This is an optimization exercise on Yosys and OpenROAD, whose aim is small area, not a production implementation.
In this exercise RTL edits were held to simulation tests only and were not proved equivalent to the original.
Power figures rest on the tool's default switching activity, not on a simulated workload.

## flow/design.v (module list and top-level ports; edited modules follow where they fit)
// module sync_timing_decode: 122 lines
// module csc_pre: 80 lines
// module csc_comb: 254 lines
// module csc_execute: 31 lines
// module video_frontend: 63 lines
module video_frontend (
    input  logic         PCLK_i,
    input  logic         rst_n_i,
    input  logic [7:0]   r_i,
    input  logic [7:0]   g_i,
    input  logic [7:0]   b_i,
    input  logic         hs_i,
    input  logic         vs_i,
    input  logic         hsync_pol_i,
    input  logic         vsync_pol_i,
    input  logic         csc_enable_i,
    input  logic         csc_std_i,
    input  logic [11:0]  h_total_i,
    input  logic [11:0]  h_active_i,
    input  logic [11:0]  h_synclen_i,
    input  logic [11:0]  h_backporch_i,
    input  logic [10:0]  v_active_i,
    input  logic [10:0]  v_synclen_i,
    input  logic [10:0]  v_backporch_i,
    output logic [7:0]   r_o,
    output logic [7:0]   g_o,
    output logic [7:0]   b_o,
    output logic         hsync_o,
    output logic         vsync_o,
    output logic         de_o,
    output logic [10:0]  xpos_o,
    output logic [10:0]  ypos_o,
    output logic [10:0]  lines_total_o,
    output logic         frame_change_o
);
  // ...
==> flow/flow/run.sh <==
#!/bin/bash
# The standard layout (the standard.sh) with three changes:
# - after the standard synthesis, flow/polfix.py rebuilds full adders whose outputs only
#   feed inverters on the complements of their inputs, which drops those inverters
#   (FA(~a,~b,~c) = ~FA(a,b,c)); registers and everything else stay as synthesized;
# - the port buffers are the smallest buffer cell;
# - clock tree synthesis uses clkbuf_4 in clusters of 10 sinks, without dummy loads.
# Logs: make_synth.log, polfix.log, make.log here, each tool's own in orfs/logs.
set -euo pipefail
KNOBS=("BUFFER_PORTS_ARGS=-buffer_cell sky130_fd_sc_hd__buf_1"
       "CTS_ARGS=-sink_clustering_enable -repair_clock_nets -dont_use_dummy_load -buf_list sky130_fd_sc_hd__clkbuf_4 -sink_clustering_size 10 -sink_clustering_max_diameter 50")
bash standard.sh "${KNOBS[@]}" synth > make_synth.log 2>&1
R=orfs/results/sky130hd/video_frontend/base
cp "$R/1_2_yosys.v" "$R/1_2_yosys.std.v"
python3 flow/polfix.py "$R/1_2_yosys.std.v" "$R/1_2_yosys.pol.v" > polfix.log 2>&1
mv "$R/1_2_yosys.pol.v" "$R/1_2_yosys.v"
rm -f "$R/1_synth.odb" "$R/1_synth.sdc"
bash standard.sh "${KNOBS[@]}" finish > make.log 2>&1
==> flow/flow/polfix.py <==
#!/usr/bin/env python3
"""Full-adder output polarity clean-up on a Yosys netlist of sky130 cells.

FA(~a, ~b, ~c) = (~SUM, ~COUT). Where a full adder's outputs feed inverters, the adder is
rebuilt on the complements of its inputs, which removes the output inverters; an input
that is itself an inverter's output is replaced by that inverter's input. A flip is made
only when it removes more inverters than it adds. Inverters left without loads are
deleted. Usage: polfix.py IN.v OUT.v
"""
import re
import sys
from collections import defaultdict

OUTPINS = {'X', 'Y', 'Q', 'Q_N', 'SUM', 'COUT', 'HI', 'LO'}
INV = re.compile(r'sky130_fd_sc_hd__(clk)?inv_\d+$')


def main(src, dst):
    text = open(src).read()
    head_end = text.index('\n  sky130_fd_sc_hd__') if '\n  sky130_fd_sc_hd__' in text else None
    cell_re = re.compile(r'^  (sky130_fd_sc_hd__\w+) (\\\S+ |\S+) \((.*?)\n  \);\n', re.S | re.M)
    cells = {}
    order = []
    for m in cell_re.finditer(text):
        typ, name, body = m.group(1), m.group(2), m.group(3)
        pins = {}
        for pm in re.finditer(r'\.(\w+)\((.*?)\)(?=,?\n)', body + '\n'):
            pins[pm.group(1)] = pm.group(2)
        cells[name] = [typ, pins]
        order.append(name)
    first = cell_re.search(text).start()
    last = list(cell_re.finditer(text))[-1].end()
    head, tail = text[:first], text[last:]
    rest = cell_re.sub('', text[first:last])
    assert rest.strip() == '', 'unparsed text between cells: ' + rest.strip()[:200]
    # ports and anything named outside cells counts as external
    ports = set(re.findall(r'^\s*(?:input|output)\s+(?:\[\d+:\d+\]\s+)?(\S+);', head, re.M))

    def external(net):
        base = net.strip().split('[')[0].lstrip('\\')
        return base in ports or net.strip() in ports

    new_id = [0]

    def fresh():
        new_id[0] += 1
        return f'_pol{new_id[0]}_'

    def build():
        drv, loads = {}, defaultdict(list)
        for n, (t, p) in cells.items():
            for pin, net in p.items():
                if pin in OUTPINS:
                    drv[net] = (n, pin)
                else:
                    loads[net].append((n, pin))
        return drv, loads

    def is_inv(n):
        return n in cells and INV.match(cells[n][0])

    new_wires = []
    changed = True
    flips = 0
    done = set()
    while changed:
        changed = False
        drv, loads = build()
        inv_of = {}   # net -> an existing inverter output carrying ~net
        for n, (t, p) in cells.items():
            if INV.match(t):
                inv_of.setdefault(p['A'], p['Y'])
        for n in list(cells):
            if n in done or n not in cells or cells[n][0] not in ('sky130_fd_sc_hd__fa_1', 'sky130_fd_sc_hd__fa_2', 'sky130_fd_sc_hd__fa_4'):
                continue
            t, p = cells[n]
            gain = 0
            outs = {}
            ok = True
            for o in ('SUM', 'COUT'):
                net = p[o]
                if external(net):
                    ok = False
                    break
                ls = loads.get(net, [])
                invs = [l for l in ls if is_inv(l[0]) and l[1] == 'A']
                direct = [l for l in ls if not (is_inv(l[0]) and l[1] == 'A')]
                outs[o] = (invs, direct)
                gain += len(invs)
                if direct:
                    gain -= 1
            if not ok:
                continue
            ins = {}
            for i in ('A', 'B', 'CIN'):
                net = p[i]
                if net.strip() in ("1'h0", "1'h1", "1'b0", "1'b1"):
                    ins[i] = ('const', None)
                    continue
                d = drv.get(net)
                if d and is_inv(d[0]) and d[1] == 'Y':
                    src = cells[d[0]][1]['A']
                    # inverter freed if the FA is its only load
                    only = len(loads.get(net, [])) == 1
                    ins[i] = ('unwrap', src)
                    if only:
                        gain += 1
                elif net in inv_of:
                    ins[i] = ('reuse', inv_of[net])
                else:
                    ins[i] = ('new', None)
                    gain -= 1
            if gain <= 0:
                continue
            # apply the flip
            for i, (kind, val) in ins.items():
                net = p[i]
                if kind == 'const':
                    p[i] = "1'h1" if net.strip().endswith('0') else "1'h0"
                elif kind in ('unwrap', 'reuse'):
                    p[i] = val
                else:
                    w = fresh()
                    new_wires.append(w)
                    cells[fresh().replace('_pol', '_polinv')] = ['sky130_fd_sc_hd__inv_1', {'A': net, 'Y': w}]
                    p[i] = w
            for o, (invs, direct) in outs.items():
                net = p[o]
                w = fresh()
                new_wires.append(w)
                p[o] = w          # now carries ~old
                for (iname, _) in invs:
                    y = cells[iname][1]['Y']
                    # loads of ~old now read w directly
                    for (ln, lp) in loads.get(y, []):
                        if ln in cells:
                            cells[ln][1][lp] = w
                    if external(y):
                        cells[fresh().replace('_pol', '_polbuf')] = ['sky130_fd_sc_hd__buf_1', {'A': w, 'X': y}]
                    del cells[iname]
                if direct:
                    cells[fresh().replace('_pol', '_polinv')] = ['sky130_fd_sc_hd__inv_1', {'A': w, 'Y': net}]
            flips += 1
            done.add(n)
            changed = True
            break   # rebuild maps
    # remove inverters without loads
    while True:
        drv, loads = build()
        dead = [n for n, (t, p) in cells.items() if INV.match(t) and not loads.get(p['Y']) and not external(p['Y'])]
        if not dead:
            break
        for n in dead:
            del cells[n]
    out = [head.rstrip('\n') + '\n']
    for w in new_wires:
        out.append(f'  wire {w};\n')
    for n, (t, p) in cells.items():
        pins = ',\n'.join(f'    .{k}({v})' for k, v in p.items())
        out.append(f'  {t} {n} (\n{pins}\n  );\n')
    out.append(tail.lstrip('\n') if tail.startswith('\n') else tail)
    open(dst, 'w').write(''.join(out))
    ninv = sum(1 for t, p in cells.values() if INV.match(t))
    print(f'polfix: {flips} full adders flipped, {ninv} inverters left', file=sys.stderr)


if __name__ == '__main__':
    main(sys.argv[1], sys.argv[2])
==> flow/standard.sh <==
#!/bin/bash
# synth_recipe.tcl (not shown) runs the flow's synth.tcl, then flattens the netlist and writes it again
# the make line also repeats each setting of config.mk as NAME=value (left out here)
make -C /OpenROAD-flow-scripts/flow DESIGN_CONFIG=/design/flow/config.mk WORK_HOME=/design/flow/orfs CLKGATE_MAP_FILE= SYNTH_SCRIPT=/design/flow/synth_recipe.tcl "${@:-finish}"
==> flow/config.mk <==
export PLATFORM = sky130hd
export DESIGN_NAME = video_frontend
export DESIGN_NICKNAME = video_frontend
export VERILOG_FILES = /design/flow/design.v
export SDC_FILE = /design/flow/constraint.sdc
export NUM_CORES = 4
export LEC_CHECK = 0
export CAP_MARGIN = 20
export CORE_MARGIN = 2
export CORE_UTILIZATION = 40
export GPL_TIMING_DRIVEN = 0
export SLEW_MARGIN = 20
==> flow/constraint.sdc <==
create_clock -name core_clock -period 6.0 [get_ports {PCLK_i}]
set_input_delay 1.2000 -clock core_clock [delete_from_list [all_inputs] [get_ports {PCLK_i}]]
set_output_delay 1.2000 -clock core_clock [all_outputs]
set_load 0.01 [all_outputs]
==> results.txt, run 1 <==
status: timing/DRC/antenna clean
routed vias: 9095
hold crit path type: reg2reg
Seq. cell area: 0.00605 mm^2
GR Util met3: 4.27%
Rows: 69
global-route met1 utilization: 19.2%
CTS clk-pin slew, worst paths: 0.09 ns
CP startpoint kind: flop
GRT Resource Usage Total: 15.7%
uppermost layer routed: met5
Non-CTS inverters: 177
RSZ-0062 raised after global routing: false
combinational share of power: 39.0%
Most Crowded Layer GR: met2
number of port buffers: 161
Flop+latch power: 2760 uW
maxcap violations: 0
CTS tree: done
Final Hold Violating Endpoints: 0
mean post-synth cell area: 11.2 um^2
Mapped Nets: 1623
Synth warnings: 6
commonest non-fill, non-tap cell in the layout: dfxtp_1
Mapped Cells: 1272
most frequent cells in the layout: 234 x dfxtp_1, 172 x inv_1, 161 x buf_1
fill cell count: 3362
==> run 2, diff against run 1 <==
==> flow/flow/run.sh (replaced) <==
#!/bin/bash
# The standard layout (the standard.sh) with these changes:
# - after the standard synthesis, flow/polfix.py rebuilds full adders whose outputs only
#   feed inverters on the complements of their inputs (FA(~a,~b,~c) = ~FA(a,b,c)), which
#   drops those inverters; then flow/reabc.ys maps the combinational cells other than the
#   adders again with Yosys's default ABC script, and polfix.py runs once more.
#   Registers, their names and cell types stay as the standard synthesis made them;
# - the port buffers are the smallest buffer cell;
# - clock tree synthesis uses clkbuf_4 in clusters of 10 sinks, without dummy loads.
# Logs: make_synth.log, polfix1.log, reabc.log, polfix2.log, make.log here, each
# tool's own in orfs/logs.
set -euo pipefail
KNOBS=("BUFFER_PORTS_ARGS=-buffer_cell sky130_fd_sc_hd__buf_1"
       "CTS_ARGS=-sink_clustering_enable -repair_clock_nets -dont_use_dummy_load -buf_list sky130_fd_sc_hd__clkbuf_4 -sink_clustering_size 10 -sink_clustering_max_diameter 50")
bash standard.sh "${KNOBS[@]}" synth > make_synth.log 2>&1
R=orfs/results/sky130hd/video_frontend/base
L=orfs/logs/sky130hd/video_frontend/base
LIB="$FLOW_HOME/platforms/sky130hd/lib/sky130_fd_sc_hd__tt_025C_1v80.lib"
YOSYS=$(command -v yosys || echo "$FLOW_HOME/../tools/install/yosys/bin/yosys")
DONTUSE=$(grep -o -- '-dont_use [^ ]*' "$L/1_2_yosys.log" | sort -u | tr '\n' ' ')
cp "$R/1_2_yosys.v" "$R/1_2_yosys.std.v"
python3 flow/polfix.py "$R/1_2_yosys.std.v" "$R/1_2_yosys.pol1.v" > polfix1.log 2>&1
sed -e "s|@LIB@|$LIB|g" -e "s|@DONTUSE@|$DONTUSE|" -e "s|@IN@|$R/1_2_yosys.pol1.v|" \
    -e "s|@OUT@|$R/1_2_yosys.reabc.v|" flow/reabc.ys > reabc_run.ys
"$YOSYS" -s reabc_run.ys > reabc.log 2>&1
python3 flow/polfix.py "$R/1_2_yosys.reabc.v" "$R/1_2_yosys.pol2.v" > polfix2.log 2>&1
cp "$R/1_2_yosys.pol2.v" "$R/1_2_yosys.v"
rm -f "$R/1_synth.odb" "$R/1_synth.sdc"
bash standard.sh "${KNOBS[@]}" finish > make.log 2>&1
--- a/flow/flow/polfix.py
+++ b/flow/flow/polfix.py
@@ -37,13 +37,21 @@
     ports = set(re.findall(r'^\s*(?:input|output)\s+(?:\[\d+:\d+\]\s+)?(\S+);', head, re.M))
 
+    assigns = ' '.join(re.findall(r'^\s*assign\s.*?;', head + tail, re.M | re.S))
+
     def external(net):
         base = net.strip().split('[')[0].lstrip('\\')
-        return base in ports or net.strip() in ports
+        if base in ports or net.strip() in ports:
+            return True
+        return bool(assigns) and net.strip() in assigns
 
     new_id = [0]
 
     def fresh():
-        new_id[0] += 1
-        return f'_pol{new_id[0]}_'
+        while True:
+            new_id[0] += 1
+            name = f'_pol{new_id[0]}_'
+            if name not in text and name.replace('_pol', '_polinv') not in text \
+                    and name.replace('_pol', '_polbuf') not in text:
+                return name
 
     def build():
@@ -64,5 +72,7 @@
     flips = 0
     done = set()
-    while changed:
+    import os
+    maxf = int(os.environ.get('MAXFLIPS', '100000'))
+    while changed and flips < maxf:
         changed = False
         drv, loads = build()
==> flow/flow/reabc.ys (new file) <==
# Remaps the standard synthesis's combinational logic with Yosys's default ABC
# script for a liberty. Flip-flops, full and half adders and tie cells stay as they are
# (blackboxes); every other cell is flattened into its function and mapped again.
# run.sh fills in @LIB@, @DONTUSE@, @IN@ and @OUT@.
read_liberty -ignore_miss_func @LIB@
read_verilog @IN@
hierarchy -top video_frontend
blackbox sky130_fd_sc_hd__df* sky130_fd_sc_hd__sdf* sky130_fd_sc_hd__edf* sky130_fd_sc_hd__fa_* sky130_fd_sc_hd__ha_* sky130_fd_sc_hd__conb_*
flatten
opt_clean
rename -hide w:_*.*
opt_clean -purge
abc -liberty @LIB@ @DONTUSE@ -D 6000
opt_clean -purge
splitnets
opt_clean -purge
stat -liberty @LIB@
write_verilog -noattr -nohex -nodec @OUT@
==> run 2 against run 1 <==
Against the previous run:
- global-route usage shrank 0.34 points
- critical endpoint is now csc_execute_inst.px_sr[0][1]
- cell count shrank 3.5%
- non-clock buffer count shrank 17
- clock power shrank 3.2%
- via count shrank 2.0%
- combinational power shrank 6%
- clock-buffer cell count shrank 3
- routed wire length shrank 5.1%
==> results.txt, run 2 <==
Area Overhead vs Synth: 11.6% (was 11.0%)
Clock Latency Late Sink: 0.67 ns (was 0.70 ns)
Mapped Nets: 1568 (was 1623)
CP startpoint kind: flop (unchanged)
# clock sinks: 288 (unchanged)
GR Util met3: 4.32% (was 4.27%)
pre-CTS setup slack: -0.567 ns (was -0.859 ns)
CP Class: reg2reg (unchanged)
Slew @ Worst Pin: 0.843 ns (was 0.689 ns)
r2r setup slk: 0.29 ns (was 0.34 ns)
final antenna-violating net count: 0 (unchanged)
static leakage: 0.00645 uW (was 0.00717 uW)
period utilization: 95.2% (was 94.3%)
status: timing/DRC/antenna clean (unchanged)
Initial Util: 40.8% (was 40.3%)
number of port buffers: 161 (unchanged)
total CTS buffers: 37 (was 40)
Clock Path Buffers: 3 (unchanged)
DRT Wirelength: 26600 um (was 28000 um)
crit path to: csc_execute_inst.px_sr[0][1] (was csc_execute_inst.px_sr[0][2])
# DRC: 0 (unchanged)
mapped cell area: 0.0137 mm^2 (was 0.0142 mm^2)
mean post-synth cell area: 11.3 um^2 (was 11.2 um^2)
hold crit path type: reg2reg (unchanged)
Final Hold Violating Endpoints: 0 (unchanged)
Final WS setup: 0.290 ns (was 0.340 ns)
RePlAce Congestion: 0.848 (was 0.843)
clk_skew: 0.0505 ns (was 0.0893 ns)
die width: 189 um (was 193 um)
Rows: 67 (was 69)
Pre-antenna DRT Iters: 5 (unchanged)
max FFs per register: 96 (unchanged)
Post-Place Cell Area: 0.0150 mm^2 (was 0.0154 mm^2)
RSZ-0062 raised after global routing: false (unchanged)
Crit. End Element: flop (unchanged)
CTS clk-pin slew, worst paths: 0.09 ns (about the same)
crit path DAT: 6.25 ns (was 6.22 ns)
mean routed wirelength per cell: 14.2 um (was 14.5 um)
CTS tree: done (unchanged)
most frequent cells in the layout: 230 x dfxtp_1, 160 x buf_1, 151 x clkinv_1 (was 234 x dfxtp_1, 172 x inv_1, 161 x buf_1)
Worst Reg-to-Reg Cells: 17 (was 18)
die area: 0.0359 mm^2 (was 0.0371 mm^2)
fill cell count: 3244 (was 3362)
vias in the first global route: 9095 (was 9100)
Synth warnings: 6 (unchanged)
root buffer cell: clkbuf_4 (unchanged)
Inst Count DP: 1828 (was 1895)
routed vias: 8910 (was 9095)
final setup vio count: 0 (unchanged)
Slew Limit Fails: 0 (unchanged)
Most Crowded Layer GR: met2 (unchanged)
initial antenna violation count: 6 (was 2)
Die Height: 189 um (was 193 um)
io pins: 174 (unchanged)
R2R Path Start: csc_execute_inst.std_s1 (unchanged)
final instance area: 0.0153 mm^2 (was 0.0158 mm^2)
cts hold-fix bufs: 0 (unchanged)
global-route met1 utilization: 20.2% (was 19.2%)
met2 Use GR: 24.3% (was 26.6%)
maximum vdd drop: 0.208 mV (was 0.284 mV)
share of layout cells above drive strength 1: 4.93% (was 5.35%)
crit-path max FO: 25 (was 29)
Final Instance Count excl. Fillers: 1871 (was 1939)
Nets: 1773 (was 1829)
grt total ovfl: 0 (unchanged)
first-pass GRT wire length: 44400 um (was 45400 um)
commonest non-fill, non-tap cell in the layout: dfxtp_1 (unchanged)
Max Fclk: 175 MHz (was 177 MHz)
CP required: 6.54 ns (was 6.56 ns)
min Tclk post-route: 5.71 ns (was 5.66 ns)
H-tree depth: 2 (unchanged)
Setup TNS Final: 0 ns (unchanged)
drt first-iter violations: 424 (was 314)
routed vias/inst: 4.76 (was 4.69)
power density over cell area: 380 mW/mm^2 (was 379 mW/mm^2)
maxcap violations: 0 (unchanged)
GRT Resource Usage Total: 15.3% (was 15.7%)
relative slew slack: 43.8% (was 54.0%)
worst r2r dst: csc_execute_inst.px_sr[0][1] (was csc_execute_inst.px_sr[0][2])
Mapped Cells: 1217 (was 1272)
CP Launch Point: csc_execute_inst.std_s1 (unchanged)
Hold Slack: 0.300 ns (about the same)
top flop regs: csc_execute_inst.px_sr x96, sync_timing_decode_inst.xpos_sr x55, sync_timing_decode_inst.ypos_sr x55 (unchanged)
pin count of the biggest net entering global routing: 31 (was 30)
dpl hpwl: 20700 um (was 22700 um)
Top reg by flops: csc_execute_inst.px_sr (unchanged)
core region area: 0.0337 mm^2 (was 0.0353 mm^2)
-- run 2: worst min-delay path by stage --
stage | start | endpoint | cells after the start
2_1_floorplan | csc_execute_inst.px_sr[0][0] | csc_execute_inst.px_sr[1][0] | 0
3_3_place_gp | sync_timing_decode_inst.xpos_sr[0][9] | sync_timing_decode_inst.xpos_sr[1][9] | 0
3_5_place_dp | csc_execute_inst.px_sr[0][9] | csc_execute_inst.px_sr[1][9] | 0
4_1_cts | csc_execute_inst.px_sr[1][2] | csc_execute_inst.px_sr[2][2] | 0
5_1_grt | csc_execute_inst.px_sr[1][0] | csc_execute_inst.px_sr[2][0] | 0
6_report | csc_execute_inst.px_sr[1][0] | csc_execute_inst.px_sr[2][0] | 0
-- run 2: layout make-up --
| type | count | area, um^2 | area share [%] |
|---|---|---|---|
| multi-input combinational | 770 | 7140 | 46.5 |
| sequential | 288 | 6050 | 39.4 |
| timing repair buffer | 166 | 693 | 4.52 |
| inverter | 158 | 608 | 3.96 |
| tap | 448 | 561 | 3.65 |
| clock buffer | 37 | 278 | 1.81 |
| antenna | 3 | 7.51 | 0.0489 |
| buffer | 1 | 3.75 | 0.0245 |
-- run 2: stage by stage --
stage	total power (uW)	utilization, %
floorplan	4390	-
global placement	4930	44.3
detailed placement	5000	44.4
CTS	5910	45.4
global route	6370	45.5
finish	5830	45.5
-- run 2: what timing repair did --
item | in CTS | in global routing
pin swaps | 0 | 0
resized for setup | 5 | 11
endpoints found under the setup margin | 23 | 22
hold endpoints to repair | 0 | 0
buffers inserted | 3 | 0
-- run 2: critical path, cell delays in order (launching register included) --
cell and delay [ns]:
dfxtp_4 0.39, clkinv_8 0.15, ha_1 0.35, clkinv_1 0.10
fa_1 0.53, fa_1 0.17, clkinv_1 0.08, fa_1 0.41
fa_1 0.40, fa_1 0.40, fa_1 0.40, fa_1 0.39
fa_1 0.38, ha_1 0.33, a41oi_2 0.15, or3_4 0.41
mux2_2 0.36, o22ai_1 0.16
-- run 2: metal layers --
layer,share of wire (%),up-vias
met4,2.4,4
met3,6.8,48
met5,0.090,-
met1,46,4197
li1,-,4451
met2,45,210
-- run 2: power breakdown --
group          switching, uW  internal, uW
registers                190          2560
logic                   1220           989
clock network            582           285
==> run 3, diff against run 2 <==
==> flow/flow/reabc.ys (replaced) <==
# Remaps the standard synthesis's combinational logic with Yosys's default ABC
# script for a liberty. Flip-flops, full adders and tie cells stay as they are
# (blackboxes); every other cell, half adders included, is flattened into its function and mapped again.
# run.sh fills in @LIB@, @DONTUSE@, @IN@ and @OUT@.
read_liberty -ignore_miss_func @LIB@
read_verilog @IN@
hierarchy -top video_frontend
blackbox sky130_fd_sc_hd__df* sky130_fd_sc_hd__sdf* sky130_fd_sc_hd__edf* sky130_fd_sc_hd__fa_* sky130_fd_sc_hd__conb_*
flatten
opt_clean
rename -hide w:_*.*
opt_clean -purge
abc -liberty @LIB@ @DONTUSE@ -D 6000
opt_clean -purge
splitnets
opt_clean -purge
stat -liberty @LIB@
write_verilog -noattr -nohex -nodec @OUT@
==> run 3 against run 2 <==
Against the previous run:
- sequential power about the same
- setup slack better by 0.0048 ns
- fmax about the same
- sequential share of layout area up 2.0 points
- clock-buffer cell count up 3
- critical endpoint is now csc_execute_inst.px_sr[0][6]
- highest routed layer is now met4
==> results.txt, run 3 <==
hold path depth: 0 (unchanged)
CP Launch Point: csc_execute_inst.std_s1 (unchanged)
# clock sinks: 288 (unchanged)
Final WS setup: 0.295 ns (was 0.290 ns)
max FFs per register: 96 (unchanged)
static leakage: 0.00573 uW (was 0.00645 uW)
routed vias/inst: 4.80 (was 4.76)
Most Crowded Layer GR: met2 (unchanged)
Die Height: 185 um (was 189 um)
maxcap violations: 0 (unchanged)
initial antenna violation count: 1 (was 6)
r2r setup slk: 0.29 ns (about the same)
final setup vio count: 0 (unchanged)
met2 Use GR: 27.4% (was 24.3%)
Final Instance Count excl. Fillers: 1837 (was 1871)
Inst Count DP: 1794 (was 1828)
global-route met1 utilization: 19.3% (was 20.2%)
Slew @ Worst Pin: 0.910 ns (was 0.843 ns)
crit path cell chain: clkinv_4, nor2_1, nor2_1, fa_1, fa_1, clkinv_1, fa_1, fa_1, fa_1, fa_1, fa_1, fa_1, xnor2_1, a41oi_1, nor3_2, nand3_1, o21a_1, o2bb2ai_1 (was clkinv_8, ha_1, clkinv_1, fa_1, fa_1, clkinv_1, fa_1, fa_1, fa_1, fa_1, fa_1, fa_1, ha_1, a41oi_2, or3_4, mux2_2, o22ai_1)
vias in the first global route: 8767 (was 9095)
Pre-antenna DRT Iters: 6 (was 5)
CTS clk-pin slew, worst paths: 0.09 ns (about the same)
H-tree depth: 2 (unchanged)
Synth warnings: 6 (unchanged)
drt first-iter violations: 366 (was 424)
period utilization: 95.1% (was 95.2%)
GRT Resource Usage Total: 15.9% (was 15.3%)
# DRC: 0 (unchanged)
Post-Place Cell Area: 0.0142 mm^2 (was 0.0150 mm^2)
final antenna-violating net count: 0 (unchanged)
number of port buffers: 161 (unchanged)
most frequent cells in the layout: 231 x dfxtp_1, 160 x buf_1, 121 x nor2_1 (was 230 x dfxtp_1, 160 x buf_1, 151 x clkinv_1)
routed vias: 8821 (was 8910)
Nets: 1628 (was 1773)
mapped cell area: 0.0131 mm^2 (was 0.0137 mm^2)
share of layout cells above drive strength 1: 4.73% (was 4.93%)
Initial Util: 40.3% (was 40.8%)
mean post-synth cell area: 11.0 um^2 (was 11.3 um^2)
Final Hold Violating Endpoints: 0 (unchanged)
die area: 0.0341 mm^2 (was 0.0359 mm^2)
RSZ-0062 raised after global routing: false (unchanged)
DRT Wirelength: 26400 um (was 26600 um)
R2R Path Start: csc_execute_inst.std_s1 (unchanged)
GR Util met3: 3.77% (was 4.32%)
pin count of the biggest net entering global routing: 33 (was 31)
Slew Limit Fails: 0 (unchanged)
CP Class: reg2reg (unchanged)
pre-CTS setup slack: -0.828 ns (was -0.567 ns)
Area Overhead vs Synth: 11.9% (was 11.6%)
total CTS buffers: 40 (was 37)
min Tclk post-route: 5.71 ns (about the same)
clk_skew: 0.0891 ns (was 0.0505 ns)
core region area: 0.0324 mm^2 (was 0.0337 mm^2)
cts hold-fix bufs: 0 (unchanged)
CP startpoint kind: flop (unchanged)
Worst Reg-to-Reg Cells: 18 (was 17)
Top reg by flops: csc_execute_inst.px_sr (unchanged)
CP required: 6.48 ns (was 6.54 ns)
area of the multi-input gates: 0.00667 mm^2 (was 0.00714 mm^2)
status: timing/DRC/antenna clean (unchanged)
power density over cell area: 386 mW/mm^2 (was 380 mW/mm^2)
die width: 185 um (was 189 um)
first-pass GRT wire length: 43100 um (was 44400 um)
crit path DAT: 6.18 ns (was 6.25 ns)
crit-path max FO: 16 (was 25)
Clock Latency Late Sink: 0.64 ns (was 0.67 ns)
maximum vdd drop: 0.161 mV (was 0.208 mV)
Crit. End Element: flop (unchanged)
slowest stage delay, CP: 0.52 ns (was 0.53 ns)
mean routed wirelength per cell: 14.3 um (was 14.2 um)
Clock Path Buffers: 3 (unchanged)
crit path to: csc_execute_inst.px_sr[0][6] (was csc_execute_inst.px_sr[0][1])
Rows: 66 (was 67)
top flop regs: csc_execute_inst.px_sr x96, sync_timing_decode_inst.xpos_sr x55, sync_timing_decode_inst.ypos_sr x55 (unchanged)
worst r2r dst: csc_execute_inst.px_sr[0][6] (was csc_execute_inst.px_sr[0][1])
commonest non-fill, non-tap cell in the layout: dfxtp_1 (unchanged)
Seq. cell area: 0.00605 mm^2 (about the same)
io pins: 174 (unchanged)
relative slew slack: 38.8% (was 43.8%)
fill cell count: 3108 (was 3244)
Hold Startpoint: csc_execute_inst.px_sr[0][3] (was csc_execute_inst.px_sr[1][0])
Pwr Total: 5650 uW (was 5830 uW)
most used cell along the critical path: fa_1 (unchanged)
CTS tree: done (unchanged)
RePlAce Congestion: 0.868 (was 0.848)
Mapped Nets: 1422 (was 1568)
Mapped Cells: 1190 (was 1217)
Crit-path slowest cell: fa_1 (unchanged)
grt total ovfl: 0 (unchanged)
root buffer cell: clkbuf_4 (unchanged)
dpl hpwl: 20200 um (was 20700 um)
final instance area: 0.0146 mm^2 (was 0.0153 mm^2)
hold crit path type: reg2reg (unchanged)
Hold Slack: 0.258 ns (was 0.300 ns)
Max Fclk: 175 MHz (about the same)
## run 3: changes by cell type in the layout (fill, tap and decap cells not counted), sizes merged, moves of 9 or more
cell / before / now
xnor2: 63 / 75
and2: 7 / 17
or2: 0 / 9
xor2: 28 / 42
a21oi: 65 / 53
ha: 119 / 0
nand2: 64 / 103
clkinv: 154 / 90
a21o: 26 / 12
nor2: 76 / 123
## run 3: routing by layer
| layer | routed length (um) | part of all wire, % |
|---|---|---|
| met1 | 11500 | 44 |
| met2 | 12700 | 48 |
| met3 | 1390 | 5.3 |
| met4 | 761 | 2.9 |
| met5 | 0 | 0 |
## run 3: area by class of cell
| cell class | instances | share of cell area (%) |
|---|---|---|
| antenna | 1 | 0.0171 |
| tap | 442 | 3.79 |
| clock buffer | 40 | 2.06 |
| multi-input combinational | 807 | 45.7 |
| sequential | 288 | 41.4 |
| timing repair buffer | 164 | 4.53 |
| inverter | 94 | 2.48 |
| buffer | 1 | 0.0257 |
## run 3: how the worst min path moves through the flow
| stage | to | slack, ns |
|---|---|---|
| after floorplan | csc_execute_inst.px_sr[1][0] | 0.31 |
| after global placement | csc_execute_inst.px_sr[3][12] | 0.31 |
| after detailed placement | csc_execute_inst.px_sr[1][9] | 0.31 |
| after CTS | csc_execute_inst.px_sr[1][6] | 0.26 |
| after global routing | csc_execute_inst.px_sr[1][6] | 0.25 |
| final | csc_execute_inst.px_sr[1][3] | 0.26 |
## run 3: repair_timing
action                     4_1_cts  5_1_grt
setup endpoints to repair       24       14
pin swaps                        0        0
gates resized for setup          5        7
setup buffers                    1        1
## run 3: worst max-delay path, delay by kind of cell, from the launching register on
| kind | cells | cell delay [ns] |
|---|---|---|
| flip-flops | 1 | 0.50 |
| AO/OA/AOI/OAI | 3 | 0.62 |
| AND/OR/NAND/NOR | 4 | 0.73 |
| adder cells (fa/ha/maj) | 8 | 3.13 |
| buffers and inverters | 2 | 0.31 |
| XOR/XNOR | 1 | 0.27 |
## run 3: metrics by stage
stage	TNS, ns	util (%)
after global placement	-11.68	43.9
after floorplan	0	-
final	0	45.1
after detailed placement	-11.99	44.0
after CTS	0	45.0
after global routing	0	45.1
## run 3: power breakdown
part	internal [uW]	leakage [uW]	total (uW)	switching (uW)
clock	306	0.000184	879	573
sequential	2530	0.00266	2720	184
combinational	921	0.00288	2050	1130
==> run 4, diff against run 3 <==
--- a/flow/flow/run.sh
+++ b/flow/flow/run.sh
@@ -4,5 +4,6 @@
 #   feed inverters on the complements of their inputs (FA(~a,~b,~c) = ~FA(a,b,c)), which
 #   drops those inverters; then flow/reabc.ys maps the combinational cells other than the
-#   adders again with Yosys's default ABC script, and polfix.py runs once more.
+#   full adders (half adders included) again with Yosys's default ABC script, and
+#   polfix.py runs once more.
 #   Registers, their names and cell types stay as the standard synthesis made them;
 # - the port buffers are the smallest buffer cell;
==> run 4 against run 3 <==
Against the previous run:
- routed wire length unchanged
- cell count unchanged
- power unchanged
- sequential share of layout area unchanged
- register-to-register slack about the same
- global-route usage unchanged
- clock skew is the same
- die area did not move
- synthesized cell count did not move
- worst hold slack did not move
- largest power group unchanged
- area after synthesis unchanged
- clock power about the same
==> results.txt, run 4 <==
status: timing/DRC/antenna clean (unchanged)
number of port buffers: 161 (unchanged)
RSZ-0062 raised after global routing: false (unchanged)
final setup vio count: 0 (unchanged)
Area Overhead vs Synth: 11.9% (unchanged)
maximum vdd drop: 0.161 mV (unchanged)
crit path DAT: 6.18 ns (about the same)
CTS clk-pin slew, worst paths: 0.09 ns (about the same)
clock share of power: 15.6% (about the same)
# DRC: 0 (unchanged)
top flop regs: csc_execute_inst.px_sr x96, sync_timing_decode_inst.xpos_sr x55, sync_timing_decode_inst.ypos_sr x55 (unchanged)
RePlAce Congestion: 0.868 (unchanged)
static leakage: 0.00573 uW (unchanged)
worst r2r dst: csc_execute_inst.px_sr[0][6] (unchanged)
Pre-antenna DRT Iters: 6 (unchanged)
r2r setup slk: 0.29 ns (about the same)
Slew @ Worst Pin: 0.910 ns (unchanged)
Clock Latency Late Sink: 0.64 ns (about the same)
power density over cell area: 386 mW/mm^2 (unchanged)
P_sw: 1890 uW (unchanged)
mapped cell area: 0.0131 mm^2 (unchanged)
internal power: 3760 uW (unchanged)
clk_skew: 0.0891 ns (unchanged)
H-tree depth: 2 (unchanged)
grt total ovfl: 0 (unchanged)
period utilization: 95.1% (unchanged)
Mapped Nets: 1422 (unchanged)
share of layout cells above drive strength 1: 4.73% (unchanged)
Nets: 1628 (unchanged)
combinational share of power: 36.3% (about the same)
Rows: 66 (unchanged)
core region area: 0.0324 mm^2 (unchanged)
vias in the first global route: 8767 (unchanged)
root buffer cell: clkbuf_4 (unchanged)
crit-path max FO: 16 (unchanged)
Final Hold Violating Endpoints: 0 (unchanged)
die width: 185 um (unchanged)
Synth warnings: 6 (unchanged)
Sequential Power Share: 48.1% (about the same)
Hold Startpoint: csc_execute_inst.px_sr[0][3] (unchanged)
initial antenna violation count: 1 (unchanged)
commonest non-fill, non-tap cell in the layout: dfxtp_1 (unchanged)
Sw Share: 33.4% (unchanged)
Initial Util: 40.3% (unchanged)
Worst Reg-to-Reg Cells: 18 (unchanged)
Max Fclk: 175 MHz (unchanged)
CP Class: reg2reg (unchanged)
Post-Place Cell Area: 0.0142 mm^2 (unchanged)
final instance area: 0.0146 mm^2 (unchanged)
io pins: 174 (unchanged)
CTS tree: done (unchanged)
R2R Path Start: csc_execute_inst.std_s1 (unchanged)
routed vias/inst: 4.80 (unchanged)
routed vias: 8821 (unchanged)
Die Height: 185 um (unchanged)
# clock sinks: 288 (unchanged)
CP startpoint kind: flop (unchanged)
Slew Limit Fails: 0 (unchanged)
Setup TNS Final: 0 ns (unchanged)
first-pass GRT wire length: 43100 um (unchanged)
CP required: 6.48 ns (about the same)
maxcap violations: 0 (unchanged)
die area: 0.0341 mm^2 (unchanged)
dpl hpwl: 20200 um (unchanged)
GRT Resource Usage Total: 15.9% (unchanged)
fill cell count: 3108 (unchanged)
hold path depth: 0 (unchanged)
max FFs per register: 96 (unchanged)
Top reg by flops: csc_execute_inst.px_sr (unchanged)
cts hold-fix bufs: 0 (unchanged)
min Tclk post-route: 5.71 ns (unchanged)
Clock Path Buffers: 3 (unchanged)
most frequent cells in the layout: 231 x dfxtp_1, 160 x buf_1, 121 x nor2_1 (unchanged)
relative slew slack: 38.8% (unchanged)
Hold Path End: csc_execute_inst.px_sr[1][3] (unchanged)
pin count of the biggest net entering global routing: 33 (unchanged)
hold crit path type: reg2reg (unchanged)
mean routed wirelength per cell: 14.3 um (unchanged)
Mapped Cells: 1190 (unchanged)
final antenna-violating net count: 0 (unchanged)
total CTS buffers: 40 (unchanged)
mean post-synth cell area: 11.0 um^2 (unchanged)
DRT Wirelength: 26400 um (unchanged)
Crit. End Element: flop (unchanged)
drt first-iter violations: 366 (unchanged)
run 4: final cells by class:
| cell class | instances | area [um^2] | area share [%] |
|---|---|---|---|
| clock buffer | 40 | 300 | 2.06 |
| antenna | 1 | 2.50 | 0.0171 |
| buffer | 1 | 3.75 | 0.0257 |
| timing repair buffer | 164 | 662 | 4.53 |
| tap | 442 | 553 | 3.79 |
| sequential | 288 | 6050 | 41.4 |
| inverter | 94 | 363 | 2.48 |
| multi-input combinational | 807 | 6670 | 45.7 |
run 4: through the flow:
stage | hold WS [ns] | std cells | power (uW) | worst slack [ns] | utilization (%)
after floorplan | 0.310 | 1190 | 4280 | 0.0527 | -
after global placement | 0.310 | 1793 | 4750 | -0.812 | 43.9
after detailed placement | 0.312 | 1794 | 4810 | -0.828 | 44.0
after CTS | 0.258 | 1835 | 5730 | 0.0656 | 45.0
after global routing | 0.252 | 1837 | 6150 | 0.0274 | 45.1
final | 0.258 | 1837 | 5650 | 0.295 | 45.1
run 4: per-layer routing:
metal / track usage, % / part of all wire (%) / up-vias / wire length, um
met4: 5.71 / 2.9 / 0 / 761
met5: 0 / 0 / - / 0
li1: - / - / 4386 / -
met1: 19.3 / 44 / 4188 / 11500
met3: 3.77 / 5.3 / 63 / 1390
met2: 27.4 / 48 / 184 / 12700
run 4: worst max-delay path, cell delays in order, from the launching register on:
cell	delay (ns)
dfxtp_4	0.50
clkinv_4	0.23
nor2_1	0.24
nor2_1	0.09
fa_1	0.52
fa_1	0.17
clkinv_1	0.08
fa_1	0.41
fa_1	0.40
fa_1	0.41
fa_1	0.39
fa_1	0.40
fa_1	0.43
xnor2_1	0.27
a41oi_1	0.22
nor3_2	0.28
nand3_1	0.12
o21a_1	0.24
o2bb2ai_1	0.16
run 4: how the worst max path moves through the flow:
stage / slack [ns] / endpoint / startpoint / depth (start not counted)
2_1_floorplan: 0.05 / csc_execute_inst.px_sr[0][3] / csc_execute_inst.std_s1 / 18
5_1_grt: 0.03 / csc_execute_inst.px_sr[0][3] / csc_execute_inst.std_s1 / 18
6_report: 0.29 / csc_execute_inst.px_sr[0][6] / csc_execute_inst.std_s1 / 18
3_5_place_dp: -0.83 / csc_execute_inst.px_sr[0][3] / csc_execute_inst.std_s1 / 18
4_1_cts: 0.07 / csc_execute_inst.px_sr[0][3] / csc_execute_inst.b_s1[5] / 18
3_3_place_gp: -0.81 / csc_execute_inst.px_sr[0][3] / csc_execute_inst.std_s1 / 18
run 4: what timing repair did:
item	4_1_cts	5_1_grt
hold endpoints to repair	0	0
endpoints found under the setup margin	24	14
gates resized for setup	5	7
setup buffers	1	1
run 4: power groups by stage:
stage	logic [uW]	clock network [uW]	registers (uW)
after global placement	2000	0	2750
after global routing	2340	1030	2790
after floorplan	1490	0	2790
final	2050	879	2720
after detailed placement	2040	0	2770
after CTS	2060	948	2720
==> run 5, diff against run 4 <==
--- a/flow/flow/run.sh
+++ b/flow/flow/run.sh
@@ -4,5 +4,5 @@
 #   feed inverters on the complements of their inputs (FA(~a,~b,~c) = ~FA(a,b,c)), which
 #   drops those inverters; then flow/reabc.ys maps the combinational cells other than the
-#   full adders (half adders included) again with Yosys's default ABC script, and
+#   full adders (half adders included) again with ABC (flow/reabc.ys), and
 #   polfix.py runs once more.
 #   Registers, their names and cell types stay as the standard synthesis made them;
@@ -13,5 +13,5 @@
 set -euo pipefail
 KNOBS=("BUFFER_PORTS_ARGS=-buffer_cell sky130_fd_sc_hd__buf_1"
-       "CTS_ARGS=-sink_clustering_enable -repair_clock_nets -dont_use_dummy_load -buf_list sky130_fd_sc_hd__clkbuf_4 -sink_clustering_size 10 -sink_clustering_max_diameter 50")
+       "CTS_ARGS=-sink_clustering_enable -repair_clock_nets -dont_use_dummy_load -buf_list {sky130_fd_sc_hd__clkbuf_2 sky130_fd_sc_hd__clkbuf_4 sky130_fd_sc_hd__clkbuf_8} -sink_clustering_size 12 -sink_clustering_max_diameter 50")
 bash standard.sh "${KNOBS[@]}" synth > make_synth.log 2>&1
 R=orfs/results/sky130hd/video_frontend/base
==> flow/flow/reabc.ys (replaced) <==
# Remaps the standard synthesis's combinational logic with ABC: Yosys's default script
# for a liberty, with more area-recovery rounds in the mapper and a second mapping pass.
# Flip-flops, full adders and tie cells stay as they are (blackboxes); every other cell,
# half adders included, is flattened into its function and mapped again.
# run.sh fills in @LIB@, @DONTUSE@, @IN@ and @OUT@.
read_liberty -ignore_miss_func @LIB@
read_verilog @IN@
hierarchy -top video_frontend
blackbox sky130_fd_sc_hd__df* sky130_fd_sc_hd__sdf* sky130_fd_sc_hd__edf* sky130_fd_sc_hd__fa_* sky130_fd_sc_hd__conb_*
flatten
opt_clean
rename -hide w:_*.*
opt_clean -purge
abc -liberty @LIB@ @DONTUSE@ -script +strash;&get,-n;&fraig,-x;&put;scorr;dc2;dretime;strash;&get,-n;&dch,-f;&nf,-R,1000;&put;strash;&get,-n;&dch,-f;&nf,-R,1000;&put
opt_clean -purge
splitnets
opt_clean -purge
stat -liberty @LIB@
write_verilog -noattr -nohex -nodec @OUT@
==> run 5 against run 4 <==
Against the previous run:
- still clean on timing, DRC and antenna
- critical path depth is 4 higher
- fmax down 0.61%
- flip-flop and latch count is the same
- sequential share of layout area is essentially flat
- first-iteration DRC count up 8.7%
- register-to-register slack gained 0.09 ns
- synthesized cell count shrank 1.2%
- combinational power about the same
- clock power up 31%
- cell area barely moved
- critical path type is now in2reg
- highest routed layer is now met5
==> results.txt, run 5 <==
met2 Use GR: 27.2% (was 27.4%)
Diodes inserted: 0 (was 1)
max FFs per register: 96 (unchanged)
global-route met1 utilization: 18.6% (was 19.3%)
relative slew slack: 22.4% (was 38.8%)
power density over cell area: 409 mW/mm^2 (was 386 mW/mm^2)
Nets: 1613 (was 1628)
mean post-synth cell area: 10.9 um^2 (was 11.0 um^2)
Final WS setup: 0.260 ns (was 0.295 ns)
CP startpoint kind: input pin (was flop)
Die Height: 183 um (was 185 um)
mapped cell area: 0.0128 mm^2 (was 0.0131 mm^2)
worst r2r dst: csc_execute_inst.px_sr[0][3] (was csc_execute_inst.px_sr[0][6])
min Tclk post-route: 5.74 ns (was 5.71 ns)
share of layout cells above drive strength 1: 5.15% (was 4.73%)
routed vias/inst: 4.85 (was 4.80)
mean routed wirelength per cell: 14.2 um (was 14.3 um)
RePlAce Congestion: 0.832 (was 0.868)
number of port buffers: 161 (unchanged)
CP required: 6.39 ns (was 6.48 ns)
top flop regs: csc_execute_inst.px_sr x96, sync_timing_decode_inst.xpos_sr x55, sync_timing_decode_inst.ypos_sr x55 (unchanged)
Most Crowded Layer GR: met2 (unchanged)
maxcap violations: 0 (unchanged)
root buffer cell: clkbuf_8 (was clkbuf_4)
CTS clk-pin slew, worst paths: 0.07 ns (was 0.09 ns)
Initial Util: 40.7% (was 40.3%)
Slew Limit Fails: 0 (unchanged)
Rows: 65 (was 66)
H-tree depth: 2 (unchanged)
GRT Resource Usage Total: 15.5% (was 15.9%)
die width: 183 um (was 185 um)
Slew @ Worst Pin: 1.16 ns (was 0.910 ns)
Synth warnings: 6 (unchanged)
DRT Wirelength: 25300 um (was 26400 um)
Crit. End Element: flop (unchanged)
CTS tree: done (unchanged)
Clock Path Buffers: 3 (unchanged)
initial antenna violation count: 1 (unchanged)
Crit-path slowest cell: fa_1 (unchanged)
GR Util met3: 3.81% (was 3.77%)
slowest stage delay, CP: 0.60 ns (was 0.52 ns)
Final Util: 46.3% (was 45.1%)
drt first-iter violations: 398 (was 366)
Top reg by flops: csc_execute_inst.px_sr (unchanged)
Hold Startpoint: sync_timing_decode_inst.ypos_sr[2][8] (was csc_execute_inst.px_sr[0][3])
Worst Reg-to-Reg Cells: 19 (was 18)
most used cell along the critical path: maj3_1 (was fa_1)
crit path cell chain: buf_1, and2_4, fa_2, xor2_2, o21ai_1, maj3_1, maj3_1, maj3_1, maj3_1, o21ai_0, o211ai_1, a21boi_1, fa_1, nor2_1, o32ai_1, o22ai_1, a21oi_1, a211oi_1, a211oi_1, nor2_1, a221oi_2, nor4_2 (was clkinv_4, nor2_1, nor2_1, fa_1, fa_1, clkinv_1, fa_1, fa_1, fa_1, fa_1, fa_1, fa_1, xnor2_1, a41oi_1, nor3_2, nand3_1, o21a_1, o2bb2ai_1)
Mapped Nets: 1408 (was 1422)
io pins: 174 (unchanged)
status: timing/DRC/antenna clean (unchanged)
# DRC: 0 (unchanged)
dpl hpwl: 19500 um (was 20200 um)
die area: 0.0335 mm^2 (was 0.0341 mm^2)
RSZ-0062 raised after global routing: true (was false)
r2r setup slk: 0.38 ns (was 0.29 ns)
vias in the first global route: 8705 (was 8767)
crit path DAT: 6.13 ns (was 6.18 ns)
CP Class: in2reg (was reg2reg)
static leakage: 0.00571 uW (was 0.00573 uW)
most frequent cells in the layout: 233 x dfxtp_1, 161 x buf_1, 133 x nor2_1 (was 231 x dfxtp_1, 160 x buf_1, 121 x nor2_1)
Hold Path End: sync_timing_decode_inst.ypos_sr[3][8] (was csc_execute_inst.px_sr[1][3])
first-pass GRT wire length: 41500 um (was 43100 um)
pre-CTS setup slack: -0.968 ns (was -0.828 ns)
total CTS buffers: 37 (was 40)
clk_skew: 0.0600 ns (was 0.0891 ns)
routed vias: 8639 (was 8821)
Clock Latency Late Sink: 0.54 ns (was 0.64 ns)
Mapped Cells: 1176 (was 1190)
grt total ovfl: 0 (unchanged)
core region area: 0.0316 mm^2 (was 0.0324 mm^2)
hold crit path type: reg2reg (unchanged)
final setup vio count: 0 (unchanged)
pin count of the biggest net entering global routing: 32 (was 33)
Final Hold Violating Endpoints: 0 (unchanged)
crit-path max FO: 4 (was 16)
hold path depth: 0 (unchanged)
Pre-antenna DRT Iters: 5 (was 6)
commonest non-fill, non-tap cell in the layout: dfxtp_1 (unchanged)
# clock sinks: 288 (unchanged)
maximum vdd drop: 0.154 mV (was 0.161 mV)
period utilization: 95.7% (was 95.1%)
R2R Path Start: csc_execute_inst.std_s1 (unchanged)
Max Fclk: 174 MHz (was 175 MHz)
Hold Slack: 0.258 ns (about the same)
final instance area: 0.0146 mm^2 (about the same)
Area Overhead vs Synth: 13.8% (was 11.9%)
final antenna-violating net count: 0 (unchanged)
Post-Place Cell Area: 0.0140 mm^2 (was 0.0142 mm^2)
[run 5: layer usage]
layer  share of wire, %  wire length, um
met5              0.051               13
met2                 49            12400
met3                6.3             1590
met1                 42            10700
met4                2.7              682
[run 5: final cells by class]
cell class                      instances  area [um^2]
Timing Repair Buffer                  166          679
Tap cell                              402          503
Sequential cell                       288         6050
Clock buffer                           37          509
Multi-Input combinational cell        800         6530
Inverter                               87          334
Buffer                                  1         3.75
Fill cell                            2996        16900
[run 5: critical path, delay by kind of cell]
family | cells | cell delay [ns]
adders and majority gates | 6 | 2.72
and+or+nand+nor | 4 | 0.42
AOI/OAI and AO/OA | 10 | 1.45
buffers and inverters | 1 | 0.12
xor gates and xnor gates | 1 | 0.21
[run 5: repair_timing]
item / in CTS / in global routing
pin swaps: 0 / 2
gates resized for setup: 6 / 19
buffers inserted: 2 / 2
hold buffers: 0 / 0
endpoints found under the setup margin: 24 / 15
[run 5: report_power, final]
group | leakage, uW | switching (uW) | total [uW] | internal (uW)
clock network | 0.000266 | 602 | 1150 | 545
registers | 0.00265 | 193 | 2750 | 2560
logic | 0.00280 | 1140 | 2070 | 930
total | 0.00571 | 1940 | 5970 | 4030
[run 5: per-stage QoR]
step	std cells	power, uW	setup TNS, ns
3_3_place_gp	1739	4780	-15.25
3_5_place_dp	1740	4850	-17.32
4_1_cts	1779	6040	0
2_1_floorplan	1176	4310	0
6_report	1781	5970	0
5_1_grt	1781	6470	-0.0781
[run 5: worst max path at each step]
stage                                  start                                to  slack (ns)  cells after the start
floorplan            csc_execute_inst.std_s1      csc_execute_inst.px_sr[0][0]        0.09                     18
global placement     csc_execute_inst.std_s1      csc_execute_inst.px_sr[0][0]       -0.87                     18
detailed placement   csc_execute_inst.std_s1      csc_execute_inst.px_sr[0][3]       -0.97                     18
CTS                 csc_execute_inst.r_s1[7]     csc_execute_inst.px_sr[0][18]        0.06                     21
global route                  h_synclen_i[0]  sync_timing_decode_inst.de_sr[0]       -0.07                     22
finish                        h_synclen_i[0]  sync_timing_decode_inst.de_sr[0]        0.26                     22
==> run 6, diff against run 5 <==
--- a/flow/flow/run.sh
+++ b/flow/flow/run.sh
@@ -13,5 +13,5 @@
 set -euo pipefail
 KNOBS=("BUFFER_PORTS_ARGS=-buffer_cell sky130_fd_sc_hd__buf_1"
-       "CTS_ARGS=-sink_clustering_enable -repair_clock_nets -dont_use_dummy_load -buf_list {sky130_fd_sc_hd__clkbuf_2 sky130_fd_sc_hd__clkbuf_4 sky130_fd_sc_hd__clkbuf_8} -sink_clustering_size 12 -sink_clustering_max_diameter 50")
+       "CTS_ARGS=-sink_clustering_enable -repair_clock_nets -dont_use_dummy_load -buf_list sky130_fd_sc_hd__clkbuf_4 -sink_clustering_size 10 -sink_clustering_max_diameter 50")
 bash standard.sh "${KNOBS[@]}" synth > make_synth.log 2>&1
 R=orfs/results/sky130hd/video_frontend/base
--- a/flow/config.mk
+++ b/flow/config.mk
@@ -8,5 +8,5 @@
 export CAP_MARGIN = 20
 export CORE_MARGIN = 2
-export CORE_UTILIZATION = 40
+export CORE_UTILIZATION = 55
 export GPL_TIMING_DRIVEN = 0
 export SLEW_MARGIN = 20
==> run 6 against run 5 <==
Against the previous run:
- critical path depth unchanged
- first-iteration DRC count is 1.3% higher
- register-to-register slack got worse by 0.03 ns
- highest routed layer is now met4
- global-route usage up 5.2 points
- synthesized cell count unchanged
- clock-buffer cell count unchanged
- largest power group unchanged
- cell area fell by 2.3%
- clock skew shrank 0.0046 ns
- non-clock buffer count is the same
==> results.txt, run 6 <==
status: timing/DRC/antenna clean (unchanged)
grt total ovfl: 0 (unchanged)
# clock sinks: 288 (unchanged)
final instance area: 0.0143 mm^2 (was 0.0146 mm^2)
r2r setup slk: 0.35 ns (was 0.38 ns)
vias in the first global route: 8398 (was 8705)
most frequent cells in the layout: 233 x dfxtp_1, 161 x buf_1, 132 x nor2_1 (was 233 x dfxtp_1, 161 x buf_1, 133 x nor2_1)
static leakage: 0.00560 uW (was 0.00571 uW)
io pins: 174 (unchanged)
crit path DAT: 6.15 ns (was 6.13 ns)
# DRC: 0 (unchanged)
routed vias: 8635 (was 8639)
Mapped Cells: 1176 (unchanged)
CP required: 6.49 ns (was 6.39 ns)
Slew @ Worst Pin: 1.12 ns (was 1.16 ns)
Initial Util: 56.4% (was 40.7%)
Nets: 1613 (unchanged)
die area: 0.0246 mm^2 (was 0.0335 mm^2)
combinational share of power: 36.4% (was 34.7%)
GRT Resource Usage Total: 20.7% (was 15.5%)
Final Hold Violating Endpoints: 0 (unchanged)
CP Class: in2reg (unchanged)
crit path cell chain: buf_1, and2_0, fa_2, xor2_2, o21ai_0, maj3_1, maj3_1, maj3_1, maj3_1, o21ai_0, o211ai_1, a21boi_0, fa_1, nor2_1, o32ai_1, o22ai_1, a21oi_1, a211oi_1, a211oi_1, nor2_1, a221oi_1, nor4_1 (was buf_1, and2_4, fa_2, xor2_2, o21ai_1, maj3_1, maj3_1, maj3_1, maj3_1, o21ai_0, o211ai_1, a21boi_1, fa_1, nor2_1, o32ai_1, o22ai_1, a21oi_1, a211oi_1, a211oi_1, nor2_1, a221oi_2, nor4_2)
dpl hpwl: 18800 um (was 19500 um)
CTS tree: done (unchanged)
internal power: 3760 uW (was 4030 uW)
CTS clk-pin slew, worst paths: 0.10 ns (was 0.07 ns)
number of port buffers: 161 (unchanged)
die width: 157 um (was 183 um)
pre-CTS setup slack: -0.958 ns (was -0.968 ns)
Setup TNS Final: 0 ns (unchanged)
Synth warnings: 6 (unchanged)
cts hold-fix bufs: 0 (unchanged)
H-tree depth: 2 (unchanged)
mean post-synth cell area: 10.9 um^2 (unchanged)
initial antenna violation count: 1 (unchanged)
total CTS buffers: 37 (unchanged)
Final WS setup: 0.337 ns (was 0.260 ns)
maximum vdd drop: 0.195 mV (was 0.154 mV)
RePlAce Congestion: 0.838 (was 0.832)
mean routed wirelength per cell: 14.4 um (was 14.2 um)
maxcap violations: 0 (unchanged)
Crit. End Element: flop (unchanged)
relative slew slack: 25.0% (was 22.4%)
clock share of power: 14.9% (was 19.2%)
drt first-iter violations: 403 (was 398)
CP startpoint kind: input pin (unchanged)
crit-path max FO: 4 (unchanged)
Area Overhead vs Synth: 11.2% (was 13.8%)
core region area: 0.0228 mm^2 (was 0.0316 mm^2)
slowest stage delay, CP: 0.56 ns (was 0.60 ns)
root buffer cell: clkbuf_4 (was clkbuf_8)
Rows: 55 (was 65)
Sw Share: 33.3% (was 32.5%)
final setup vio count: 0 (unchanged)
clk_skew: 0.0553 ns (was 0.0600 ns)
power density over cell area: 395 mW/mm^2 (was 409 mW/mm^2)
share of layout cells above drive strength 1: 5.08% (was 5.15%)
most used cell along the critical path: maj3_1 (unchanged)
top flop regs: csc_execute_inst.px_sr x96, sync_timing_decode_inst.xpos_sr x55, sync_timing_decode_inst.ypos_sr x55 (unchanged)
Mapped Nets: 1408 (unchanged)
Top reg by flops: csc_execute_inst.px_sr (unchanged)
Die Height: 157 um (was 183 um)
pin count of the biggest net entering global routing: 32 (unchanged)
Sequential Power Share: 48.7% (was 46.1%)
max FFs per register: 96 (unchanged)
Crit-path slowest cell: fa_1 (unchanged)
routed vias/inst: 5.10 (was 4.85)
Max Fclk: 177 MHz (was 174 MHz)
period utilization: 94.4% (was 95.7%)
final antenna-violating net count: 0 (unchanged)
first-pass GRT wire length: 40200 um (was 41500 um)
Pre-antenna DRT Iters: 7 (was 5)
Hold Slack: 0.314 ns (was 0.258 ns)
Clock Latency Late Sink: 0.62 ns (was 0.54 ns)
hold crit path type: reg2reg (unchanged)
mapped cell area: 0.0128 mm^2 (unchanged)
commonest non-fill, non-tap cell in the layout: dfxtp_1 (unchanged)
min Tclk post-route: 5.66 ns (was 5.74 ns)
DRT Wirelength: 24300 um (was 25300 um)
Clock Path Buffers: 3 (unchanged)
Slew Limit Fails: 0 (unchanged)
P_sw: 1880 uW (was 1940 uW)
Post-Place Cell Area: 0.0139 mm^2 (was 0.0140 mm^2)
[run 6: path summary, 6_finish.rpt]
| check | from | to | depth (start not counted) |
|---|---|---|---|
| max | h_synclen_i[0] | sync_timing_decode_inst.de_sr[0] | 22 |
| min | sync_timing_decode_inst.ypos_sr[0][3] | sync_timing_decode_inst.ypos_sr[1][3] | 0 |
| max reg2reg | csc_execute_inst.std_s1 | csc_execute_inst.px_sr[0][1] | 19 |
| min reg2reg | sync_timing_decode_inst.ypos_sr[0][3] | sync_timing_decode_inst.ypos_sr[1][3] | 0 |
| max in group asynchronous | rst_n_i | sync_timing_decode_inst.hsync_sr[3] | 2 |
| min in group asynchronous | rst_n_i | sync_timing_decode_inst.v_cnt[7] | 1 |
[run 6: metal layers]
layer | share of wire (%) | GRT usage (%) | vias up | wire, um
met5 | 0 | 0 | - | 0
met4 | 2.1 | 5.99 | 0 | 517
met3 | 5.3 | 4.51 | 46 | 1290
met2 | 50 | 35.7 | 208 | 12000
met1 | 43 | 26.2 | 4084 | 10500
li1 | - | - | 4297 | -
[run 6: area by class of cell]
| type | instances | area [um^2] |
|---|---|---|
| fillers | 2002 | 8510 |
| inverters | 87 | 339 |
| clock buffers | 37 | 278 |
| plain buffers | 1 | 3.75 |
| flip-flops and latches | 288 | 6050 |
| repair buffers | 166 | 683 |
| multi-input cells | 800 | 6520 |
| well taps | 313 | 392 |
| diodes | 1 | 2.50 |
[run 6: timing repair]
item	in CTS	in global routing
buffers inserted	1	3
gates resized for setup	4	17
setup endpoints to repair	24	15
[run 6: through the flow]
| step | utilization (%) | power, uW | cells |
|---|---|---|---|
| 2_1_floorplan | - | 4310 | 1176 |
| 3_3_place_gp | 60.8 | 4770 | 1650 |
| 3_5_place_dp | 60.8 | 4830 | 1651 |
| 4_1_cts | 62.2 | 5700 | 1689 |
| 5_1_grt | 62.7 | 6140 | 1693 |
| 6_report | 62.7 | 5640 | 1693 |
[run 6: power by group through the flow]
stage,Clock [uW],Combinational [uW],Sequential [uW]
global route,985,2340,2810
floorplan,0,1480,2830
detailed placement,0,2030,2800
global placement,0,1990,2780
CTS,903,2040,2760
finish,843,2050,2750
[run 6: critical path: cells and delay by family]
kind | cells | cell delay [ns]
compound gates | 10 | 1.47
xor+xnor | 1 | 0.24
fa+ha+maj | 6 | 2.63
buf+inv | 1 | 0.15
simple gates | 4 | 0.46
==> run 7, diff against run 6 <==
--- a/flow/config.mk
+++ b/flow/config.mk
@@ -8,5 +8,5 @@
 export CAP_MARGIN = 20
 export CORE_MARGIN = 2
-export CORE_UTILIZATION = 55
+export CORE_UTILIZATION = 70
 export GPL_TIMING_DRIVEN = 0
 export SLEW_MARGIN = 20
==> run 7 against run 6 <==
Against the previous run:
- routed wire length is 1.2% higher
- cell area is 0.92% lower
- largest power group unchanged
- area after synthesis stayed put
- critical path depth is 1 lower
- first-iteration DRC count is 22% higher
- global-route usage is 5.6 points higher
==> results.txt, run 7 <==
status: timing/DRC/antenna clean (unchanged)
Hold Startpoint: csc_execute_inst.px_sr[0][14] (was sync_timing_decode_inst.ypos_sr[0][3])
H-tree depth: 2 (unchanged)
max FFs per register: 96 (unchanged)
CTS tree: done (unchanged)
CTS clk-pin slew, worst paths: 0.09 ns (was 0.10 ns)
Mapped Cells: 1176 (unchanged)
total CTS buffers: 36 (was 37)
Max Fclk: 176 MHz (was 177 MHz)
mean routed wirelength per cell: 15.3 um (was 14.4 um)
first-pass GRT wire length: 41200 um (was 40200 um)
die width: 139 um (was 157 um)
grt total ovfl: 0 (unchanged)
CP Class: reg2reg (was in2reg)
most frequent cells in the layout: 233 x dfxtp_1, 161 x buf_1, 132 x nor2_1 (unchanged)
crit path DAT: 6.13 ns (was 6.15 ns)
routed vias: 8809 (was 8635)
pin count of the biggest net entering global routing: 34 (was 32)
mapped cell area: 0.0128 mm^2 (unchanged)
Final Hold Violating Endpoints: 0 (unchanged)
final antenna-violating net count: 0 (unchanged)
power density over cell area: 402 mW/mm^2 (was 395 mW/mm^2)
number of port buffers: 161 (unchanged)
GRT Resource Usage Total: 26.3% (was 20.7%)
maximum vdd drop: 0.337 mV (was 0.195 mV)
crit-path max FO: 6 (was 4)
Slew Limit Fails: 0 (unchanged)
static leakage: 0.00559 uW (was 0.00560 uW)
root buffer cell: clkbuf_4 (unchanged)
area of the multi-input gates: 0.00653 mm^2 (was 0.00652 mm^2)
Top reg by flops: csc_execute_inst.px_sr (unchanged)
CP startpoint kind: flop (was input pin)
Pre-antenna DRT Iters: 5 (was 7)
Setup TNS Final: 0 ns (unchanged)
pre-CTS setup slack: -0.985 ns (was -0.958 ns)
Die Height: 139 um (was 157 um)
drt first-iter violations: 490 (was 403)
Post-Place Cell Area: 0.0138 mm^2 (was 0.0139 mm^2)
final instance area: 0.0141 mm^2 (was 0.0143 mm^2)
Initial Util: 71.5% (was 56.4%)
# DRC: 0 (unchanged)
CP Launch Point: csc_execute_inst.r_s1[6] (was h_synclen_i[0])
Synth warnings: 6 (unchanged)
die area: 0.0194 mm^2 (was 0.0246 mm^2)
Seq. cell area: 0.00605 mm^2 (unchanged)
fill cell count: 1202 (was 2002)
R2R Path Start: csc_execute_inst.r_s1[6] (was csc_execute_inst.std_s1)
min Tclk post-route: 5.67 ns (was 5.66 ns)
CP required: 6.46 ns (was 6.49 ns)
Clock Latency Late Sink: 0.64 ns (was 0.62 ns)
share of layout cells above drive strength 1: 4.72% (was 5.08%)
vias in the first global route: 8912 (was 8398)
mean post-synth cell area: 10.9 um^2 (unchanged)
dpl hpwl: 18800 um (about the same)
routed vias/inst: 5.49 (was 5.10)
# clock sinks: 288 (unchanged)
relative slew slack: 27.2% (was 25.0%)
DRT Wirelength: 24600 um (was 24300 um)
RePlAce Congestion: 0.903 (was 0.838)
Mapped Nets: 1408 (unchanged)
period utilization: 94.5% (was 94.4%)
Area Overhead vs Synth: 10.1% (was 11.2%)
final setup vio count: 0 (unchanged)
initial antenna violation count: 1 (unchanged)
Final WS setup: 0.330 ns (was 0.337 ns)
clk_skew: 0.0552 ns (was 0.0553 ns)
top flop regs: csc_execute_inst.px_sr x96, sync_timing_decode_inst.xpos_sr x55, sync_timing_decode_inst.ypos_sr x55 (unchanged)
Slew @ Worst Pin: 1.09 ns (was 1.12 ns)
hold crit path type: reg2reg (unchanged)
maxcap violations: 0 (unchanged)
Clock Path Buffers: 3 (unchanged)
commonest non-fill, non-tap cell in the layout: dfxtp_1 (unchanged)
Crit. End Element: flop (unchanged)
io pins: 174 (unchanged)
core region area: 0.0180 mm^2 (was 0.0228 mm^2)
Nets: 1610 (was 1613)
Rows: 49 (was 55)
==> run 7: metrics by stage <==
stage	total power (uW)	hold slack [ns]	utilization [%]	std cells
after floorplan	4310	0.310	-	1176
after global placement	4740	0.310	76.5	1566
after detailed placement	4850	0.312	76.6	1567
after CTS	5690	0.292	78.3	1604
after global routing	6100	0.306	78.7	1606
final	5680	0.295	78.7	1606
==> run 7: cell type report <==
cell class	count	share of cell area (%)
Antenna cell	1	0.0177
Tap cell	229	2.03
Timing Repair Buffer	164	4.70
Multi-Input combinational cell	800	46.2
Clock buffer	36	1.91
Sequential cell	288	42.8
Buffer	1	0.0265
Inverter	87	2.38
==> run 7: worst paths after layout <==
check                                                 endpoint  slack, ns  cells after the start
min reg2reg                      csc_execute_inst.px_sr[1][14]       0.29                      0
min                              csc_execute_inst.px_sr[1][14]       0.29                      0
max                              csc_execute_inst.px_sr[0][20]       0.33                     21
max reg2reg                      csc_execute_inst.px_sr[0][20]       0.33                     21
max in group asynchronous  sync_timing_decode_inst.hsync_sr[4]       4.85                      2
min in group asynchronous     sync_timing_decode_inst.v_cnt[8]       0.50                      1
==> run 7: worst max-delay path: stages (launching register included) <==
cell and delay [ns]:
dfxtp_1 0.49, clkinvlp_4 0.30, nor2_1 0.21, fa_1 0.43
fa_1 0.43, fa_1 0.41, fa_1 0.38, fa_1 0.42
o22ai_1 0.16, o31ai_2 0.09, and2_0 0.21, maj3_1 0.39
and2_0 0.18, o21ai_1 0.23, a21oi_2 0.11, nor2b_1 0.17
o21ai_1 0.20, a21oi_2 0.10, or2_0 0.24, nor2b_1 0.14
a21oi_1 0.16, a21oi_1 0.08
==> run 7: where the power goes <==
group | internal, uW | switching, uW | leakage (uW)
combinational | 926 | 1160 | 0.00278
clock | 278 | 556 | 0.000166
sequential | 2560 | 203 | 0.00265
==> run 7: metal layers <==
| layer | wire length, um | track usage (%) | vias up |
|---|---|---|---|
| li1 | - | - | 4298 |
| met1 | 9830 | 32.0 | 4170 |
| met2 | 12400 | 46.0 | 266 |
| met3 | 1310 | 4.96 | 75 |
| met4 | 1030 | 11.6 | 0 |
| met5 | 0 | 0 | - |
==> run 7: what timing repair did <==
item                       CTS  global route
setup endpoints to repair   24            16
hold buffers                 0             0
pin swaps                    0             3
buffers inserted             1             1
gates resized for setup      5            15

[port drivers added, routing unchanged]
No port has a modelled driver above. Below, the same layouts with a new extraction and two added sets of constraints.
Step 1 sets driving cells, clkbuf_16 on the clock port and buf_2 on the other inputs (assumed; they add their load-dependent delay and slew).
Step 2 adds t to the input delays and takes it off the output delays; t is the mean of the earliest and latest rising clock arrival at the registers after step 1. Input paths then give back, and output paths get back, about the clock's delay inside the block.
Three values: ideal, step 1, step 2; two values: the first two.
run | shift t [ns] | slack for setup (ns) | hold WS [ns] | worst register clock-pin slew, ns | worst slew at a driven data input, ns
run 1 | 0.702 | 0.340 / 0.340 / 0.133 | 0.300 / 0.300 / 0.300 | 0.10 / 0.10 | 0.09
run 2 | 0.688 | 0.290 / 0.290 / 0.290 | 0.300 / 0.300 / 0.300 | 0.10 / 0.10 | 0.07
run 3 | 0.644 | 0.295 / 0.295 / -0.029 | 0.258 / 0.258 / 0.258 | 0.11 / 0.11 | 0.06
run 4 | 0.644 | 0.295 / 0.295 / -0.029 | 0.258 / 0.258 / 0.258 | 0.11 / 0.11 | 0.06
run 5 | 0.559 | 0.260 / 0.288 / -0.271 | 0.258 / 0.258 / 0.258 | 0.08 / 0.08 | 0.09
run 6 | 0.645 | 0.337 / 0.351 / -0.289 | 0.314 / 0.314 / 0.314 | 0.11 / 0.11 | 0.06
run 7 | 0.661 | 0.330 / 0.330 / -0.266 | 0.295 / 0.295 / 0.295 | 0.11 / 0.11 | 0.06
With both steps, setup timing fails in 5 of these runs, where it was met with ideal ports. The setup slack of run 6, which loses most, moves by +0.014 ns with the drivers and by -0.626 ns with both steps.
